This design comes from an exercise in tuning for small area and a short achievable clock period on the open sky130 flow, not from production work. Function was checked by simulation only, so behaviour that the tests miss may differ from the original.

Setup of red:
==> module sb_key_terms, before the edit <==
module sb_key_terms (
	input  wire mem_subsystem_pkg::addr_t base,
	input  wire mem_subsystem_pkg::addr_t offset,
	output mem_subsystem_pkg::addr_t term_lo,
	output mem_subsystem_pkg::addr_t term_hi
);
	mem_subsystem_pkg::addr_t ab_xor, ab_and, ab_or;
	assign ab_xor = base ^ offset;
	assign ab_and = base & offset;
	assign ab_or = base | offset;
	assign term_lo = ab_xor ^ {ab_or[16-2:0], 1'b0};
	assign term_hi = ab_xor ^ {ab_and[16-2:0], 1'b0};
endmodule
==> module data_memory, before the edit <==
module data_memory (
	input  wire clk,
	input  wire [8-1:0] read_addr,
	input  wire read_mask,                         
	output mem_subsystem_pkg::data_t read_data,    
	input  wire write_en,
	input  wire [8-1:0] write_addr,
	input  wire mem_subsystem_pkg::data_t write_data
);
	localparam int MEM_WORDS = 1 << 8;
	logic [MEM_WORDS-1:0][16-1:0] mem_q;
	logic wr_pend_q;
	logic [8-1:0] wr_addr_q;
	mem_subsystem_pkg::data_t wr_data_q;
	always_ff @(posedge clk) begin
		wr_pend_q <= write_en;
		wr_addr_q <= write_addr;
		if (write_en) begin
			wr_data_q <= write_data;   
		end
	end
	always_ff @(posedge clk) begin
		for (int w = 0; w < MEM_WORDS; w++) begin
			if (wr_pend_q && wr_addr_q == 8'(w)) begin
				mem_q[w] <= wr_data_q;
			end
		end
	end
	logic [3:0][16-1:0] quarter_data;
	logic bypass;
	logic [63:0] word_sel;   
	mem_decode6 u_decode (.addr(read_addr[5:0]), .sel(word_sel));
	for (genvar q = 0; q < 4; q++) begin : g_quarter
		mem_read_mux u_read_mux (
			.words(mem_q[q*64 +: 64]), .sel(word_sel), .data(quarter_data[q])
		);
	end
	assign bypass = wr_pend_q && wr_addr_q == read_addr;
	logic [3:0][16-1:0] quarter_data_q;
	logic [3:0] quarter_sel_q;
	logic bypass_q;
	always_ff @(posedge clk) begin
		quarter_data_q <= quarter_data;
		quarter_sel_q <= (read_mask || bypass) ? 4'b0 : 4'(1) << read_addr[7:6];
		bypass_q <= bypass && !read_mask;
	end
	always_comb begin
		read_data = wr_data_q & {16{bypass_q}};
		for (int q = 0; q < 4; q++) begin
			read_data = read_data | (quarter_data_q[q] & {16{quarter_sel_q[q]}});
		end
	end
endmodule
==> flow/config.mk <==
export PLATFORM = sky130hd
export DESIGN_NAME = mem_subsystem
export DESIGN_NICKNAME = mem_subsystem
export VERILOG_FILES = /design/flow/design.v
export SDC_FILE = /design/flow/constraint.sdc
export NUM_CORES = 4
export LEC_CHECK = 0
export CAP_MARGIN = 20
export CORE_MARGIN = 2
export CORE_UTILIZATION = 52
export CTS_CLUSTER_DIAMETER = 100
export CTS_CLUSTER_SIZE = 20
export SETUP_SLACK_MARGIN = 4.0
export SLEW_MARGIN = 20
export SYNTH_HIERARCHICAL = 1
export SYNTH_MEMORY_MAX_BITS = 8192
export SYNTH_MINIMUM_KEEP_SIZE = 0
export TNS_END_PERCENT = 30
==> flow/constraint.sdc <==
create_clock -name core_clock -period 9.0 [get_ports {clk}]
set_input_delay 1.8000 -clock core_clock [delete_from_list [all_inputs] [get_ports {clk}]]
set_output_delay 1.8000 -clock core_clock [all_outputs]
set_load 0.01 [all_outputs]
standard.sh (not shown) runs the stock make flow with config.mk's settings and CLKGATE_MAP_FILE= SYNTH_SCRIPT=/design/flow/synth_recipe.tcl, a recipe that flattens the netlist after the stock synthesis.
==> flow/flow/run.sh <==
#!/bin/bash
# The standard layout, with two changes to how the resizer works: it may
# swap a cell for one of another footprint (MATCH_CELL_FOOTPRINT=0), and the
# port buffers are plain buffers (buf_4) instead of the delay cells it picks
# on its own. Everything else, including synthesis, is standard.sh's.
set -euo pipefail
bash standard.sh MATCH_CELL_FOOTPRINT=0 \
	"BUFFER_PORTS_ARGS=-buffer_cell sky130_fd_sc_hd__buf_4" \
	finish > standard.log 2>&1
diff inputs: red => blue
--- a/flow/design.v
+++ b/flow/design.v
@@ -170,17 +170,32 @@
 	input  wire mem_subsystem_pkg::addr_t base,
 	input  wire mem_subsystem_pkg::addr_t offset,
 	output mem_subsystem_pkg::addr_t term_lo,
 	output mem_subsystem_pkg::addr_t term_hi
 );
 	mem_subsystem_pkg::addr_t ab_xor, ab_and, ab_or;
-	assign ab_xor = base ^ offset;
-	assign ab_and = base & offset;
-	assign ab_or = base | offset;
-	assign term_lo = ab_xor ^ {ab_or[16-2:0], 1'b0};
-	assign term_hi = ab_xor ^ {ab_and[16-2:0], 1'b0};
+	sb_vec_xor u_xor (.a(base), .b(offset), .y(ab_xor));
+	sb_vec_and_or u_and_or (.a(base), .b(offset), .y_and(ab_and), .y_or(ab_or));
+	sb_vec_xor u_lo (.a(ab_xor), .b({ab_or[16-2:0], 1'b0}), .y(term_lo));
+	sb_vec_xor u_hi (.a(ab_xor), .b({ab_and[16-2:0], 1'b0}), .y(term_hi));
+endmodule
+module sb_vec_xor (
+	input  wire mem_subsystem_pkg::addr_t a,
+	input  wire mem_subsystem_pkg::addr_t b,
+	output mem_subsystem_pkg::addr_t y
+);
+	assign y = a ^ b;
+endmodule
+module sb_vec_and_or (
+	input  wire mem_subsystem_pkg::addr_t a,
+	input  wire mem_subsystem_pkg::addr_t b,
+	output mem_subsystem_pkg::addr_t y_and,
+	output mem_subsystem_pkg::addr_t y_or
+);
+	assign y_and = a & b;
+	assign y_or = a | b;
 endmodule
 module sb_match (
 	input  wire mem_subsystem_pkg::addr_t key,
 	input  wire live,
 	input  wire mem_subsystem_pkg::addr_t term_lo,
 	input  wire mem_subsystem_pkg::addr_t term_hi,
@@ -308,15 +323,13 @@
 	logic wr_pend_q;
 	logic [8-1:0] wr_addr_q;
 	mem_subsystem_pkg::data_t wr_data_q;
 	always_ff @(posedge clk) begin
 		wr_pend_q <= write_en;
 		wr_addr_q <= write_addr;
-		if (write_en) begin
-			wr_data_q <= write_data;   
-		end
+		wr_data_q <= write_data;
 	end
 	always_ff @(posedge clk) begin
 		for (int w = 0; w < MEM_WORDS; w++) begin
 			if (wr_pend_q && wr_addr_q == 8'(w)) begin
 				mem_q[w] <= wr_data_q;
 			end
@@ -329,24 +342,26 @@
 	for (genvar q = 0; q < 4; q++) begin : g_quarter
 		mem_read_mux u_read_mux (
 			.words(mem_q[q*64 +: 64]), .sel(word_sel), .data(quarter_data[q])
 		);
 	end
 	assign bypass = wr_pend_q && wr_addr_q == read_addr;
+	logic [3:0] quarter_sel;
 	logic [3:0][16-1:0] quarter_data_q;
-	logic [3:0] quarter_sel_q;
-	logic bypass_q;
+	mem_subsystem_pkg::data_t bypass_data_q;
+	assign quarter_sel = (read_mask || bypass) ? 4'b0 : 4'(1) << read_addr[7:6];
 	always_ff @(posedge clk) begin
-		quarter_data_q <= quarter_data;
-		quarter_sel_q <= (read_mask || bypass) ? 4'b0 : 4'(1) << read_addr[7:6];
-		bypass_q <= bypass && !read_mask;
+		for (int q = 0; q < 4; q++) begin
+			quarter_data_q[q] <= quarter_data[q] & {16{quarter_sel[q]}};
+		end
+		bypass_data_q <= wr_data_q & {16{bypass && !read_mask}};
 	end
 	always_comb begin
-		read_data = wr_data_q & {16{bypass_q}};
+		read_data = bypass_data_q;
 		for (int q = 0; q < 4; q++) begin
-			read_data = read_data | (quarter_data_q[q] & {16{quarter_sel_q[q]}});
+			read_data = read_data | quarter_data_q[q];
 		end
 	end
 endmodule
 `default_nettype none
 module mem_decode6 (
 	input  wire [5:0] addr,
Findings:
In blue, the final hold slack came out 17 ps above the value in red. red → blue: number of cells upsized or downsized after cts rose 37, maximum number of pins on one net before global-route repair rose about 0.6%. In the tables for red and blue, proportion of cell area occupied by registers reads higher with red. The setup slack of blue is smaller than that of red. Non-clock buffer count delta for blue relative to red: 131 higher. A capturing instance or port of the critical path of u_dmem.quarter_data_q[30]$_DFF_P_ is what blue shows, while u_dmem.quarter_data_q[27]$_DFF_P_ belongs to red. The final layout from blue, which completed every stage, passed the timing, design-rule and antenna checks at the end of the flow. Met2 usage in global routing (blue over red): increase, 1.5 points.

what the ideal ports hide:
The results above use ideal ports. As a check the final layouts listed here were re-extracted and re-timed, cells and wires unchanged.
Step 1 sets driving cells, clkbuf_16 on the clock port and buf_2 on the other inputs (assumed; they add their load-dependent delay and slew).
Step 2 times the ports against the registers' clock, not the clock port: input delays grow and output delays shrink by t, the midpoint of the rising clock arrivals with the driver on.
Three values: ideal ports, drivers, drivers and shift; two values: the first two.
run	t, ns	slack for setup (ns)	worst slew at a driven data input, ns	cell pins on the clock port's net
red	1.089	3.802 / 3.705 / 2.742	0.72	1
blue	1.091	3.739 / 3.515 / 2.424	0.56	1
After both steps setup and hold are still met in every run listed. The setup slack of blue, which loses most, moves by -0.224 ns with the drivers and by -1.315 ns with both steps.
